Source: an optimization exercise on an open RTL-to-GDS flow (aim: small area, a short achievable clock period and few clock cycles). Production flows keep margins and buffers that such runs may drop.
The RTL was checked by simulation tests, not by an equivalence proof against the original design.

== run 1 ==
==> flow/design.v (excerpt) <==
module mat_vec_sequencer #(
    parameter int FRAC_BITS = 16,
    parameter int DIM_W     = 8
) (
    input  logic             clk,
    input  logic             reset,
    input  logic             start,
    input  logic [DIM_W-1:0] m_dim,
    input  logic [DIM_W-1:0] n_dim,
    input  logic             transpose,
    output logic             mat_read,
    output logic [DIM_W-1:0] mat_m_addr,
    output logic [DIM_W-1:0] mat_n_addr,
    output logic             mat_tr,
    input  logic [31:0]      mat_data,
    output logic [DIM_W-1:0] vec_addr,
    input  logic [31:0]      vec_data,
    output logic             y_valid,
    input  logic             y_ready,
    output logic [DIM_W-1:0] y_addr,
    output logic [31:0]      y_data,
    output logic             busy,
    output logic             done
);
    logic             busy_q, done_q, rd_q, yv_q, ep, rp;
    logic [DIM_W-1:0] r, c, r_last, c_last, ya;
    logic             tr;
    logic             v1, f1, l1, e1;    
    logic             vA, fA, lA, eA;    
    logic             vB, fB, lB, eB;    
    wire idle    = !busy_q && !done_q;
    wire go      = idle && start;
    wire nz      = (m_dim != '0) && (n_dim != '0);
    wire c_end   = (c == c_last);
    wire r_end   = (r == r_last);
  ...
Size: ~300 flip-flops, ~150 I/O pins, roughly 0.028 mm² of cells after synthesis.
Settings: LEC_CHECK=0, ABC_AREA=1, CAP_MARGIN=20, CORE_MARGIN=2, CORE_UTILIZATION=40, SLEW_MARGIN=20, TNS_END_PERCENT=5; clock period 12.0 ns.
standard.sh (not shown) runs the stock make flow with config.mk's settings and CLKGATE_MAP_FILE= SYNTH_SCRIPT=/design/flow/synth_recipe.tcl, a recipe that flattens the netlist after the stock synthesis.
==> flow/flow/run.sh <==
#!/bin/bash
# The standard layout (standard.sh) with these changes:
# - Yosys's generic abc pass before full-adder extraction is skipped (-noabc), so extract_fa
#   sees the adder trees as written and does not put inverters between full adders;
# - port buffers are buf_2 rather than the delay buffer buffer_ports picks by itself;
# - clock tree: larger sink clusters and no dummy loads.
# Registers are untouched by all of them.
bash standard.sh SYNTH_ARGS=-noabc SETUP_SLACK_MARGIN=${MARGIN:-8.5} \
  "BUFFER_PORTS_ARGS=-buffer_cell sky130_fd_sc_hd__buf_2" \
  "CTS_ARGS=-sink_clustering_enable -repair_clock_nets -dont_use_dummy_load -sink_clustering_size 27 -sink_clustering_max_diameter 135" \
  finish > standard.log 2>&1
Testbench counts of run 1, summed over its fixed seeds: cycles 39,365.
Inputs modified between run 1 and run 2:
# run 1
export LEC_CHECK = 0
export ABC_AREA = 1
export CAP_MARGIN = 20
export CORE_MARGIN = 2
export CORE_UTILIZATION = 40
export SLEW_MARGIN = 20
export TNS_END_PERCENT = 5
create_clock -name core_clock -period 12.0 [get_ports {clk}]
# run 2
export LEC_CHECK = 0
export ABC_AREA = 1
export CAP_MARGIN = 20
export CORE_MARGIN = 2
export CORE_UTILIZATION = 40
export SLEW_MARGIN = 20
export TNS_END_PERCENT = 0
create_clock -name core_clock -period 12.0 [get_ports {clk}]
diff --git a/flow/flow/run.sh b/flow/flow/run.sh
--- a/flow/flow/run.sh
+++ b/flow/flow/run.sh
@@ -8,4 +8,4 @@
 bash standard.sh SYNTH_ARGS=-noabc SETUP_SLACK_MARGIN=${MARGIN:-8.5} \
   "BUFFER_PORTS_ARGS=-buffer_cell sky130_fd_sc_hd__buf_2" \
-  "CTS_ARGS=-sink_clustering_enable -repair_clock_nets -dont_use_dummy_load -sink_clustering_size 27 -sink_clustering_max_diameter 135" \
+  "CTS_ARGS=-sink_clustering_enable -repair_clock_nets -dont_use_dummy_load -sink_clustering_size 24 -sink_clustering_max_diameter 120" \
   finish > standard.log 2>&1
==> notes.md <==
Run 2 went all the way through the flow, and no timing, DRC or antenna check failed.
Run 2 -> run 1: synthesized net count delta 0, exact match
Changes observed in run 2 relative to run 1: worst hold slack across all endpoints now sits lower; count of plain and timing-repair buffers in the layout now sits lower; met3 wire length now sits lower.
On total number of vias, run 1 and run 2 are basically level.
Setup changes, run 2 to run 3
diff --git a/flow/flow/run.sh b/flow/flow/run.sh
--- a/flow/flow/run.sh
+++ b/flow/flow/run.sh
@@ -6,5 +6,5 @@
 # - clock tree: larger sink clusters and no dummy loads.
 # Registers are untouched by all of them.
-bash standard.sh SYNTH_ARGS=-noabc SETUP_SLACK_MARGIN=${MARGIN:-8.5} \
+bash standard.sh SYNTH_ARGS=-noabc SETUP_SLACK_MARGIN=${MARGIN:-8.3} \
   "BUFFER_PORTS_ARGS=-buffer_cell sky130_fd_sc_hd__buf_2" \
   "CTS_ARGS=-sink_clustering_enable -repair_clock_nets -dont_use_dummy_load -sink_clustering_size 24 -sink_clustering_max_diameter 120" \
### Flow results
- Area after detailed placement across run 3 and run 2: no real change.
- Between run 3 and run 2, the difference in number of vias after detailed routing is negligible.
- Run 3 vs. run 2: worst hold slack after final layout lost 0.0039 ns; share of the core filled with cells lost 0.29 points; final number of max-transition violations neither gained nor lost much; number of global-route vias before repair picked up an extra 166.
- Run 3 vs. run 2: routed wire length went up, worst setup slack -0.14 ns.

[what the ideal ports hide]
No port has a modelled driver above. Below, the same layouts with a new extraction and two added sets of constraints.
Step 1: set_driving_cell puts a clkbuf_16 on clk and a buf_2 on each other input, an assumption about the parent block.
Step 2 adds t to the input delays and takes it off the output delays; t is the mean of the earliest and latest rising clock arrival at the registers after step 1. Input paths then give back, and output paths get back, about the clock's delay inside the block.
a / b / c = ideal / step 1 / step 2; a / b = the first two.
| run | shift t [ns] | slack for setup (ns) | worst setup path at the end | worst slew at a driven data input, ns | pins driven straight from the clock port |
|---|---|---|---|---|---|
| run 1 | 0.590 | 8.402 / 8.340 / 7.975 | input to register | 0.05 | 1 |
| run 2 | 0.595 | 8.364 / 8.299 / 7.989 | input to register | 0.06 | 1 |
| run 3 | 0.593 | 8.220 / 8.220 / 8.010 | input to register | 0.05 | 1 |
After both steps setup and hold are still met in every run listed. For run 1, which loses most, drivers alone change the setup slack by -0.062 ns; drivers and shift together by -0.427 ns.
